From an optimization exercise on the open Yosys and OpenROAD flow, aimed at a short achievable clock period and few clock cycles; shortcuts taken in it are not production practice.
The RTL was checked by simulation tests, not by an equivalence proof against the original design.
Power is estimated from default activity; no workload was simulated.

### design.v
localparam logic [5:0] OP_HALT = 6'd0;
localparam logic [5:0] OP_NOT  = 6'd4;
localparam logic [5:0] OP_AND  = 6'd7;
localparam logic [5:0] OP_OR   = 6'd8;
localparam logic [5:0] OP_XOR  = 6'd9;
localparam logic [5:0] OP_ADD  = 6'd10;
localparam logic [5:0] OP_SUB  = 6'd12;
localparam logic [5:0] OP_CMP  = 6'd16;
localparam logic [5:0] OP_JMP  = 6'd23;
localparam logic [5:0] OP_JZ   = 6'd24;
localparam logic [5:0] OP_JNZ  = 6'd25;
localparam logic [5:0] OP_JC   = 6'd26;
localparam logic [5:0] OP_JNC  = 6'd27;
localparam logic [5:0] OP_MOV  = 6'd32;
localparam logic [5:0] OP_LD   = 6'd33;
localparam logic [5:0] OP_LDI  = 6'd35;
localparam logic [5:0] OP_ST   = 6'd37;
`timescale 1ns/1ns
module alu (
    input  logic                   f_not,
    input  logic                   f_and,
    input  logic                   f_or,
    input  logic                   f_xor,
    input  logic                   f_add,
    input  logic                   f_sub,    
    input  logic                   f_mov,
    input  logic [16-1:0] a,
    input  logic [16-1:0] b,
    output logic [16-1:0] result,
    output logic                   zero,
    output logic                   carry
);
    localparam int W = 16;
    logic [W-1:0] sum, dif, lres;
    logic         c_add, c_dif, borrow;
    logic         z_add, z_sub, z_log;
    function automatic logic [W:0] pp_add(input logic [W-1:0] x, input logic [W-1:0] y,
                                          input logic cin);
        logic [W-1:0] g, p, gn, pn;
        logic [W-1:0] c;
        g    = x & y;
        p    = x ^ y;
        g[0] = g[0] | (p[0] & cin);
        for (int d = 1; d < W; d = d * 2) begin
            gn = g;
            pn = p;
            for (int i = d; i < W; i++) begin
                gn[i] = g[i] | (p[i] & g[i-d]);
                pn[i] = p[i] & p[i-d];
            end
            g = gn;
            p = pn;
        end
        c = {g[W-2:0], cin};
        pp_add = {g[W-1], (x ^ y) ^ c};
    endfunction
    assign {c_add, sum} = pp_add(a, b, 1'b0);
    assign {c_dif, dif} = pp_add(a, ~b, 1'b1);      
    assign borrow       = ~c_dif;
    assign lres = ({W{f_not}} & ~a)
                | ({W{f_and}} & (a & b))
                | ({W{f_or}}  & (a | b))
                | ({W{f_xor}} & (a ^ b));
    assign result = lres
                  | ({W{f_add}} & sum)
                  | ({W{f_sub}} & dif)
                  | ({W{f_mov}} & b);
    assign z_add = ((a ^ b) == {(a[W-2:0] | b[W-2:0]), 1'b0});
    assign z_sub = (a == b);
    assign z_log = ~|lres;
    assign zero  = f_add ? z_add : (f_sub ? z_sub : z_log);
    assign carry = (f_add & c_add) | (f_sub & borrow);
endmodule
`timescale 1ns/1ns
module cpu_top (
    input  logic                   clk,
    input  logic                   rst,
    input  logic [16-1:0] mem_rdata,
    output logic [16-1:0] mem_addr,
    output logic [16-1:0] mem_wdata,
    output logic                   mem_we,
    output logic                   halted
);
localparam logic [5:0] OP_HALT = 6'd0;
localparam logic [5:0] OP_NOT  = 6'd4;
localparam logic [5:0] OP_AND  = 6'd7;
localparam logic [5:0] OP_OR   = 6'd8;
localparam logic [5:0] OP_XOR  = 6'd9;
localparam logic [5:0] OP_ADD  = 6'd10;
localparam logic [5:0] OP_SUB  = 6'd12;
localparam logic [5:0] OP_CMP  = 6'd16;
localparam logic [5:0] OP_JMP  = 6'd23;
localparam logic [5:0] OP_JZ   = 6'd24;
localparam logic [5:0] OP_JNZ  = 6'd25;
localparam logic [5:0] OP_JC   = 6'd26;
localparam logic [5:0] OP_JNC  = 6'd27;
localparam logic [5:0] OP_MOV  = 6'd32;
localparam logic [5:0] OP_LD   = 6'd33;
localparam logic [5:0] OP_LDI  = 6'd35;
localparam logic [5:0] OP_ST   = 6'd37;
    localparam int W  = 16;
    localparam int NB = 8;               
    localparam int BI = $clog2(NB);
    logic [8-1:0][W-1:0] rf;
    logic             zf, cf;
    logic [W-1:0]     addr;              
    logic [W-1:0]     ret;               
    logic [W-1:0]     wdata;
    logic             we;
    logic             s_data;            
    logic             s_mem;             
    logic [2:0]       ld_x;              
    logic [W-1:0]     ir;
    logic             ir_v;
    logic [W-1:0]     ir_pc;             
    logic             ir_hit;            
    logic             ir_pt;             
    logic             ir_app;            
    logic [W-1:0]     ir_tgt;            
    logic [BI-1:0]    ir_bi;             
    logic             e_v, e_we, e_fl;
    logic             e_not, e_and, e_or, e_xor, e_add, e_sub, e_mov;
    logic [2:0]       e_x;
    logic [W-1:0]     opa, opb;
    logic             w_v;
    logic [2:0]       w_x;
    logic [W-1:0]     w_res;
    logic             e_j;               
    logic [1:0]       e_jt;              
    logic             e_jpred;           
    logic [W-1:0]     e_jalt;            
    logic [BI-1:0]    e_jbi;             
    logic [NB-1:0]         b_v;
    logic [NB-1:0][W-1:0]  b_pc, b_tgt;
    logic [NB-1:0][1:0]    b_cnt;
    logic [BI-1:0]         b_next;
    logic [W-1:0] res;
    logic         ez, ec;
    alu u_alu (
        .f_not  (e_not),
        .f_and  (e_and),
        .f_or   (e_or),
        .f_xor  (e_xor),
        .f_add  (e_add),
        .f_sub  (e_sub),
        .f_mov  (e_mov),
        .a      (opa),
        .b      (opb),
        .result (res),
        .zero   (ez),
        .carry  (ec)
    );
    logic e_wr, e_setf;
    assign e_wr   = e_v & e_we;
    assign e_setf = e_v & e_fl;
    logic j_act, mis;
    assign j_act = e_jt[1] ? (cf ^ e_jt[0]) : (zf ^ e_jt[0]);
    assign mis   = e_j & (j_act != e_jpred);
    logic [5:0] op;
    logic [2:0] ix, iy;
    assign op = ir[15:10];
    assign ix = ir[9:7];
    assign iy = ir[6:4];
    logic ir_isj, nj_fix, ir_ok;
    assign ir_isj = (op == OP_JMP) | (op == OP_JZ) | (op == OP_JNZ) | (op == OP_JC) | (op == OP_JNC);
    assign nj_fix = ir_v & ~mis & ir_hit & ir_app & ~ir_isj;
    assign ir_ok  = ir_v & ~mis & ~nj_fix;
    logic d_halt, d_not, d_and, d_or, d_xor, d_add, d_sub, d_cmp, d_mov;
    logic d_ld, d_ldi, d_st, d_jmp, d_jcc;
    assign d_halt = ir_ok & (op == OP_HALT);
    assign d_not  = ir_ok & (op == OP_NOT);
    assign d_and  = ir_ok & (op == OP_AND);
    assign d_or   = ir_ok & (op == OP_OR);
    assign d_xor  = ir_ok & (op == OP_XOR);
    assign d_add  = ir_ok & (op == OP_ADD);
    assign d_sub  = ir_ok & (op == OP_SUB);
    assign d_cmp  = ir_ok & (op == OP_CMP);
    assign d_mov  = ir_ok & (op == OP_MOV);
    assign d_ld   = ir_ok & (op == OP_LD);
    assign d_ldi  = ir_ok & (op == OP_LDI);
    assign d_st   = ir_ok & (op == OP_ST);
    assign d_jmp  = ir_ok & (op == OP_JMP);
    assign d_jcc  = ir_ok & (op[5:2] == 4'b0110);    
    logic d_alu, d_exe, d_jump;
    assign d_alu  = d_not | d_and | d_or | d_xor | d_add | d_sub | d_cmp;
    assign d_exe  = d_alu | d_mov;
    assign d_jump = d_jmp | d_jcc;
    logic d_cond, d_pend, d_dir;
    assign d_cond = op[1] ? (cf ^ op[0]) : (zf ^ op[0]);
    assign d_pend = d_jcc & e_setf;
    assign d_dir  = d_jmp | (d_jcc & (e_setf ? (~ir_hit | ir_pt) : d_cond));
    logic j_miss, j_hit, j_ok, j_fix, d_two, d_stall;
    assign j_miss  = d_jump & ~ir_hit;
    assign j_hit   = d_jump & ir_hit;
    assign j_ok    = j_hit & ir_app & (ir_pt == d_dir);    
    assign j_fix   = j_hit & ~j_ok;
    assign d_two   = d_ldi | j_miss;           
    assign d_stall = d_two & s_mem;            
    logic [NB-1:0]  f_hv;
    logic           f_hit, f_pt;
    logic [W-1:0]   f_tgt;
    logic [BI-1:0]  f_bi;
    always_comb begin
        f_pt  = 1'b0;
        f_tgt = '0;
        f_bi  = '0;
        for (int i = 0; i < NB; i++) begin
            f_hv[i] = b_v[i] && (b_pc[i] == addr);
            f_tgt   = f_tgt | ({W{f_hv[i]}} & b_tgt[i]);
            f_pt    = f_pt | (f_hv[i] & b_cnt[i][1]);
            f_bi    = f_bi | ({BI{f_hv[i]}} & BI'(i));
        end
        f_hit = |f_hv;
    end
    logic         ea_hit, eb_hit, la_hit, lb_hit, wa_hit, wb_hit;
    logic [W-1:0] ra_base, rb_base, ra_mid, rb_mid, ra, rb;
    assign ea_hit  = e_wr && e_x == ix;
    assign eb_hit  = e_wr && e_x == iy;
    assign la_hit  = s_data && ld_x == ix;
    assign lb_hit  = s_data && ld_x == iy;
    assign wa_hit  = w_v && w_x == ix;
    assign wb_hit  = w_v && w_x == iy;
    assign ra_base = wa_hit ? w_res : rf[ix];
    assign rb_base = wb_hit ? w_res : rf[iy];
    assign ra_mid  = la_hit ? mem_rdata : ra_base;
    assign rb_mid  = lb_hit ? mem_rdata : rb_base;
    assign ra      = ea_hit ? res : ra_mid;
    assign rb      = eb_hit ? res : rb_mid;
    logic [W-1:0] seq, addr2, ir_pc2, j_tgt;
    assign seq    = s_mem ? ret : addr + 1'b1;   
    assign addr2  = addr + 2'd2;
    assign ir_pc2 = ir_pc + 2'd2;
    assign j_tgt  = ir_hit ? ir_tgt : mem_rdata;
    logic d_steer, f_app;
    assign d_steer = mis | nj_fix | d_halt | d_ld | d_st | j_fix | d_two;
    assign f_app   = ~s_mem & f_hit & ~d_steer;
    logic         a_res, a_rd;
    logic [W-1:0] a_early, a_pred, addr_nxt;
    assign a_res = (d_ld & eb_hit) | (d_st & ea_hit);
    assign a_rd  = (d_ld & ~eb_hit & lb_hit) | (d_st & ~ea_hit & la_hit)
                 | (j_miss & ~s_mem & d_dir & ~mis & ~nj_fix);
    always_comb begin
        if (mis)
            a_early = e_jalt;
        else if (nj_fix)
            a_early = ir_pc;
        else if (d_ld)
            a_early = rb_base;
        else if (d_st)
            a_early = ra_base;
        else if (j_fix)
            a_early = d_dir ? ir_tgt : ir_pc2;
        else
            a_early = seq;
    end
    assign a_pred   = f_pt ? f_tgt : addr2;
    assign addr_nxt = a_res ? res : (a_rd ? mem_rdata : (f_app ? a_pred : a_early));
    logic [8-1:0][W-1:0] rf_nxt;
    always_comb begin
        for (int i = 0; i < 8; i++) begin
            if ((s_data && ld_x == i) || (d_ldi && !s_mem && ix == i))
                rf_nxt[i] = mem_rdata;
            else if (w_v && w_x == i)
                rf_nxt[i] = w_res;
            else
                rf_nxt[i] = rf[i];
        end
    end
    always_ff @(posedge clk or posedge rst) begin
        if (rst) begin
            rf     <= '0;
            zf     <= 1'b0;
            cf     <= 1'b0;
            addr   <= '0;
            we     <= 1'b0;
            halted <= 1'b0;
            s_data <= 1'b0;
            s_mem  <= 1'b0;
            ir_v   <= 1'b0;
            e_v    <= 1'b0;
            e_j    <= 1'b0;
            w_v    <= 1'b0;
            b_v    <= '0;
            b_next <= '0;
        end else begin
            rf   <= rf_nxt;
            w_v  <= e_wr & ~(d_ldi & ~s_mem & ix == e_x);
            addr <= addr_nxt;
            if (e_setf) begin
                zf <= ez;
                cf <= ec;
            end
            e_v <= d_exe;
            e_j <= d_pend & ~d_stall;
            if (!d_stall)
                ir_v <= ~s_mem & ~d_two & ~d_halt & ~j_fix & ~nj_fix & ~mis;
            if (nj_fix)
                b_v[ir_bi] <= 1'b0;
            if (j_miss & ~s_mem) begin
                b_v[b_next] <= 1'b1;
                b_next      <= b_next + 1'b1;
            end
            we     <= d_st & ~halted;
            s_data <= d_ld;
            s_mem  <= d_ld | d_st;
            if (d_halt)
                halted <= 1'b1;
        end
    end
    always_ff @(posedge clk) begin
        begin
            w_x   <= e_x;
            w_res <= res;
            wdata <= rb;
            e_we  <= d_exe & ~d_cmp;
            e_fl  <= d_alu;
            e_not <= d_not;
            e_and <= d_and;
            e_or  <= d_or;
            e_xor <= d_xor;
            e_add <= d_add;
            e_sub <= d_sub | d_cmp;
            e_mov <= d_mov;
            e_x   <= ix;
            opa   <= ra;
            opb   <= rb;
            e_jt    <= op[1:0];
            e_jpred <= d_dir;
            e_jalt  <= d_dir ? ir_pc2 : j_tgt;
            e_jbi   <= ir_hit ? ir_bi : b_next;
            ld_x <= ix;
            if (d_ld | d_st)
                ret <= seq;
            if (!d_stall) begin
                ir     <= mem_rdata;
                ir_pc  <= addr;
                ir_hit <= f_hit;
                ir_pt  <= f_pt;
                ir_app <= f_app;
                ir_tgt <= f_tgt;
                ir_bi  <= f_bi;
            end
            if (j_miss & ~s_mem) begin
                b_pc[b_next]  <= ir_pc;
                b_tgt[b_next] <= mem_rdata;
                b_cnt[b_next] <= d_dir ? 2'b10 : 2'b01;
            end
            if (j_hit & ~d_pend) begin
                if (d_dir && b_cnt[ir_bi] != 2'b11)
                    b_cnt[ir_bi] <= b_cnt[ir_bi] + 1'b1;
                else if (!d_dir && b_cnt[ir_bi] != 2'b00)
                    b_cnt[ir_bi] <= b_cnt[ir_bi] - 1'b1;
            end
            if (e_j) begin
                if (j_act && b_cnt[e_jbi] != 2'b11)
                    b_cnt[e_jbi] <= b_cnt[e_jbi] + 1'b1;
                else if (!j_act && b_cnt[e_jbi] != 2'b00)
                    b_cnt[e_jbi] <= b_cnt[e_jbi] - 1'b1;
            end
        end
    end
    assign mem_addr  = addr;
    assign mem_wdata = wdata;
    assign mem_we    = we;
endmodule
### run.sh
#!/bin/bash
# synth_recipe.tcl (not shown) runs the flow's synth.tcl, then flattens the netlist and writes it again
# the make line also repeats each setting of config.mk as NAME=value (left out here)
make -C /OpenROAD-flow-scripts/flow DESIGN_CONFIG=/design/flow/config.mk WORK_HOME=/design/flow/orfs CLKGATE_MAP_FILE= SYNTH_SCRIPT=/design/flow/synth_recipe.tcl finish
### config.mk
export PLATFORM = sky130hd
export DESIGN_NAME = cpu_top
export DESIGN_NICKNAME = cpu_top
export VERILOG_FILES = /design/flow/design.v
export SDC_FILE = /design/flow/constraint.sdc
export NUM_CORES = 4
export LEC_CHECK = 0
export CAP_MARGIN = 20
export CORE_MARGIN = 2
export CORE_UTILIZATION = 40
export SETUP_SLACK_MARGIN = 4.5
export SLEW_MARGIN = 20
### constraint.sdc
create_clock -name core_clock -period 7.0 [get_ports {clk}]
set_input_delay 1.4000 -clock core_clock [delete_from_list [all_inputs] [get_ports {clk}]]
set_output_delay 1.4000 -clock core_clock [all_outputs]
set_load 0.01 [all_outputs]
==> results.py <==
metrics = {
    "status": {
        "status": "complete, no violations",
    },
    "placement": {
        "io_buffers": 51,
        "place.gp.congestion": 0.945,
        "dp_wirelength_mm": 83.7,
    },
    "sta": {
        "layout_min_cycle_time_ns": 3.14,
        "finalSetupTns_ns": 0,
        "final_worst_path_cycle_share_pct": 44.8,
        "slew_violations": 0,
        "finalSetupViolCount": 0,
        "max-slew-margin-rel_pct": 18.9,
        "unrepaired_setup_endpoints_after_global_routing": "yes",
        "transition_time_at_the_pin_with_the_least_slew_margin_ns": 1.21,
        "finalHoldViolCount": 0,
        "max_clock_freq_ghz": 0.319,
        "finalClockSkew_ns": 0.0392,
    },
    "worst_hold_path": {
        "hold_path_class": "register to register",
    },
    "floorplanning": {
        "num_rows": 108,
        "boundaryPins": 52,
        "standard_cell_core_area_um2": 86900,
        "die_area_um2": 90200,
        "initial_core_util_pct": 40.4,
        "fp.dieW_um": 300,
        "die-height_um": 300,
    },
    "clock_network": {
        "cts-hold-fix-buffers": 0,
        "cts.path.max_buffers": 3,
        "cts.root.buffer_cell": "sky130_fd_sc_hd__clkbuf_16",
        "cts_made_buffers": 68,
        "worstSkewPairLatency_ns": 0.62,
        "cts_tree": "built",
        "tritoncts_num_sinks": 588,
        "clk_pin_slew_ns": 0.06,
        "cts_h_tree_depth": 3,
    },
    "global_route": {
        "grt_pass1_vias": 30341,
        "globalRouteTotalUtil_pct": 30.2,
        "number_of_antenna_violations_at_the_first_check_in_global_routing": 8,
        "first_pass_grt_wire_length_mm": 203,
        "gr-total-overflow": 0,
        "grt_start_max_net_pins": 166,
    },
    "routing": {
        "drtPass1Iterations": 6,
        "wire_per_inst_um": 29.0,
        "drt_iter0_markers": 4150,
        "drt-met1-wl_mm": 56.8,
        "drt_wl_total_mm": 145,
        "topRoutingLayerUsed": "met5",
        "wl_met3_mm": 18.2,
        "dr_wl_met2_mm": 63.1,
        "viasPerCell": 6.43,
        "antenna_violating_nets_post_route": 0,
        "drc": 0,
        "detailroute.via_count": 32174,
    },
    "synth": {
        "yosysTopAreaCell": "sky130_fd_sc_hd__edfxtp_1",
        "number_of_flip_flops_and_latches_in_the_synthesized_netlist": 588,
        "synth_compound_gate_area_share_pct": 18.0,
        "postSynthCellCount": 3526,
        "syn_area_per_cell_um2": 9.96,
        "yosys.area_share.adder_pct": 2.75,
        "synth_sequential_area_ratio_pct": 45.0,
        "yosysUniqueCellTypes": 104,
        "dominantRegCellSynth": "sky130_fd_sc_hd__edfxtp_1",
        "simple_gate_fraction_of_synth_area_pct": 14.1,
        "syn_area_um2": 35100,
        "synthesis.yosys.warnings": 2,
        "synth_xor_area_share_pct": 5.48,
        "synth_enable_flop_cells": 322,
        "synthDominantCellAreaShare_pct": 27.5,
        "synth_top_family_by_area": "compound AO/OA/AOI/OAI gates",
        "synth_top_cells_by_area": "sky130_fd_sc_hd__edfxtp_1 (28%), sky130_fd_sc_hd__dfrtp_1 (12%), sky130_fd_sc_hd__dfxtp_1 (5.8%), sky130_fd_sc_hd__mux2i_1 (5.2%), sky130_fd_sc_hd__mux4_2 (4.6%)",
        "synth_nets": 3620,
        "mux_cell_area_share_after_synthesis_pct": 10.1,
        "postSynth.asyncResetShare_pct": 28.1,
    },
    "worst_setup_path": {
        "crit_family": "simple AND/OR/NAND/NOR gates",
        "cp.arrival_ns": 3.66,
        "worstSetupEndpointType": "register",
        "max_stage_delay_cell_worst_path": "sky130_fd_sc_hd__or4bb_4",
        "crit_path_start": "addr[7]",
        "rr_endpoint": "addr[9]",
        "timing.critical_path.depth": 11,
        "timing.critical_path.to": "addr[9]",
        "worstPathRequired_ns": 7.53,
        "cpPeakStageDelay_ns": 0.57,
        "critPathMaxFanout": 9,
        "critPathBufInv": 2,
        "r2r_slack_ns": 3.86,
        "ff2ff_path_depth": 11,
        "startpoint_class": "register",
        "critical_path.reg2reg.startpoint": "addr[7]",
        "setup.worst_path.class": "register to register",
        "timing.critical_path.cells": "buf_12 -> xor2_1 -> and4b_1 -> or4bb_4 -> nor2_4 -> nor4_4 -> a2111oi_4 -> buf_4 -> nor2_2 -> a32oi_2 -> o211a_1",
    },
    "pwr": {
        "total_leakage_power_nw": 17.9,
        "power.density_nw_per_um2": 346,
        "total_switching_power_mw": 6.67,
        "power_mw": 16.2,
        "clkPwrFrac_pct": 21.7,
        "power.share.switching_pct": 41.3,
        "ir_drop_mv": 0.265,
        "seq_power_share_pct": 30.6,
        "p_comb_share_pct": 47.6,
        "internal_power_mw": 9.50,
    },
    "final_layout": {
        "fraction_of_final_layout_cells_sized_beyond_drive_strength_1_pct": 33.2,
        "layout_top_registers": "b_pc: 128 flops, b_tgt: 128 flops, rf: 128 flops",
        "final_nets": 3888,
        "synthesis_to_layout_area_growth_pct": 32.8,
    },
    "job": {
        "drv_cap": 0,
    },
}
-- final cells by class --
cell class,count,area [µm²]
inverters,107,492
well taps,1155,1450
flip-flops and latches,588,15900
repair inverters,5,51.3
repair buffers,472,5210
fillers,7399,40200
clock inverters,29,246
diodes,4,10.0
multi-input cells,2552,21400
clock buffers,90,1870
-- cells in the mapped netlist, types with 15 or more instances --
master / instances
sky130_fd_sc_hd__a211oi_1: 29
sky130_fd_sc_hd__a21o_1: 15
sky130_fd_sc_hd__a21oi_1: 205
sky130_fd_sc_hd__a221oi_1: 23
sky130_fd_sc_hd__a22o_1: 155
sky130_fd_sc_hd__a22oi_1: 65
sky130_fd_sc_hd__a31oi_1: 21
sky130_fd_sc_hd__and2_1: 17
sky130_fd_sc_hd__and3_1: 20
sky130_fd_sc_hd__and4_1: 18
sky130_fd_sc_hd__buf_1: 18
sky130_fd_sc_hd__buf_2: 41
sky130_fd_sc_hd__clkbuf_1: 216
sky130_fd_sc_hd__dfrtp_1: 165
sky130_fd_sc_hd__dfxtp_1: 101
sky130_fd_sc_hd__edfxtp_1: 322
sky130_fd_sc_hd__ha_1: 74
sky130_fd_sc_hd__inv_1: 101
sky130_fd_sc_hd__mux2i_1: 182
sky130_fd_sc_hd__mux4_2: 72
sky130_fd_sc_hd__nand2_1: 378
sky130_fd_sc_hd__nand2b_1: 36
sky130_fd_sc_hd__nand3_1: 73
sky130_fd_sc_hd__nand4_1: 57
sky130_fd_sc_hd__nor2_1: 273
sky130_fd_sc_hd__nor3_1: 28
sky130_fd_sc_hd__nor4_1: 28
sky130_fd_sc_hd__o211ai_1: 19
sky130_fd_sc_hd__o21ai_0: 282
sky130_fd_sc_hd__o22ai_1: 21
sky130_fd_sc_hd__or3_1: 18
sky130_fd_sc_hd__xnor2_1: 148
sky130_fd_sc_hd__xor2_1: 63
-- worst register-to-register path: stages, from the launching register on --
cell and delay [ns]:
sky130_fd_sc_hd__dfrtp_2 0.43, sky130_fd_sc_hd__buf_12 0.16, sky130_fd_sc_hd__xor2_1 0.19, sky130_fd_sc_hd__and4b_1 0.24
sky130_fd_sc_hd__or4bb_4 0.57, sky130_fd_sc_hd__nor2_4 0.21, sky130_fd_sc_hd__nor4_4 0.09, sky130_fd_sc_hd__a2111oi_4 0.41
sky130_fd_sc_hd__buf_4 0.20, sky130_fd_sc_hd__nor2_2 0.06, sky130_fd_sc_hd__a32oi_2 0.31, sky130_fd_sc_hd__o211a_1 0.19
-- metrics by stage --
step / util (%) / instances / hold WS, ns / cell area (µm²) / setup slack (ns)
after global placement: 42.6 / 4529 / 0.458 / 37000 / 2.15
after global routing: 53.7 / 4998 / 0.527 / 46600 / 3.81
after CTS: 50.2 / 4902 / 0.500 / 43600 / 3.97
final: 53.7 / 5002 / 0.516 / 46700 / 3.86
after floorplan: - / 3526 / 0.329 / 35500 / 3.50
after detailed placement: 42.6 / 4529 / 0.463 / 37000 / 2.18
-- routing by layer --
| layer | GRT usage [%] | vias to the layer above |
|---|---|---|
| met3 | 7.25 | 430 |
| li1 | - | 13633 |
| met2 | 44.7 | 2244 |
| met4 | 13.1 | 6 |
| met1 | 42.0 | 15861 |
| met5 | 0 | - |
-- placed cells by master (no fill, tap or decap), types with 53 or more instances in the layout --
cell and count:
sky130_fd_sc_hd__nand2_1 359, sky130_fd_sc_hd__edfxtp_1 322, sky130_fd_sc_hd__buf_4 251, sky130_fd_sc_hd__o21ai_0 230
sky130_fd_sc_hd__mux2i_1 177, sky130_fd_sc_hd__nor2_1 154, sky130_fd_sc_hd__a22o_1 153, sky130_fd_sc_hd__dfrtp_1 151
sky130_fd_sc_hd__xnor2_1 119, sky130_fd_sc_hd__a21oi_1 108, sky130_fd_sc_hd__buf_6 96, sky130_fd_sc_hd__nor2_4 89
sky130_fd_sc_hd__a21oi_2 86, sky130_fd_sc_hd__clkbuf_16 80, sky130_fd_sc_hd__inv_1 76, sky130_fd_sc_hd__mux4_2 72
sky130_fd_sc_hd__dfxtp_1 68, sky130_fd_sc_hd__buf_12 65, sky130_fd_sc_hd__nand3_1 58, sky130_fd_sc_hd__a22oi_1 58
sky130_fd_sc_hd__xor2_1 57, sky130_fd_sc_hd__nand4_1 57, sky130_fd_sc_hd__ha_1 53
-- power by group through the flow --
stage               combinational [mW]  clock [mW]  sequential, mW
floorplan                         3.76           0            4.62
global placement                  5.31           0            5.01
detailed placement                5.34           0            5.02
CTS                               6.77        3.53            4.90
global route                      8.04        3.65            4.97
finish                            7.70        3.51            4.95
-- worst min path at each step --
| stage | start | to | slack (ns) | cells after the start |
|---|---|---|---|---|
| final | halted | we | 0.52 | 2 |
| after floorplan | e_x[0] | w_x[0] | 0.33 | 0 |
| after global routing | e_x[1] | w_x[1] | 0.53 | 0 |
| after global placement | halted | we | 0.46 | 1 |
| after CTS | e_x[1] | w_x[1] | 0.50 | 0 |
| after detailed placement | halted | we | 0.46 | 1 |
-- timing repair --
action	CTS	global route
setup endpoints to repair	788	672
pin swaps	138	141
gates resized for setup	694	509
setup buffers	229	81
gates cloned	25	15
-- logic make-up after synthesis --
family                     Yosys count
muxes                              262
xor gates and xnor gates           215
AOI/OAI and AO/OA                  954
adders and majority gates           76
and+or+nand+nor                   1036
buffers and inverters              395
DFF                                588
Testbench counts, summed over its fixed seeds: cycles 80,542.

port drivers added, routing unchanged:
In the flow no input, the clock included, has a driving cell. The finished layout below was timed again as built, in two steps. Step 1: set_driving_cell puts a clkbuf_16 on clk and a buf_2 on each other input, an assumption about the parent block. Step 2 also shifts input and output timing later by t, the mid clock arrival at the registers, as if the neighbouring blocks saw the same clock. a / b / c = ideal ports / drivers / drivers and shift; a / b = the first two.
t, ns: 0.675
slack for setup (ns): 3.864 / 3.864 / 3.864
worst setup path at the end: register to register
After both steps setup and hold are still met in this run. For this run, drivers alone change the setup slack by 0.000 ns; drivers and shift together by 0.000 ns.
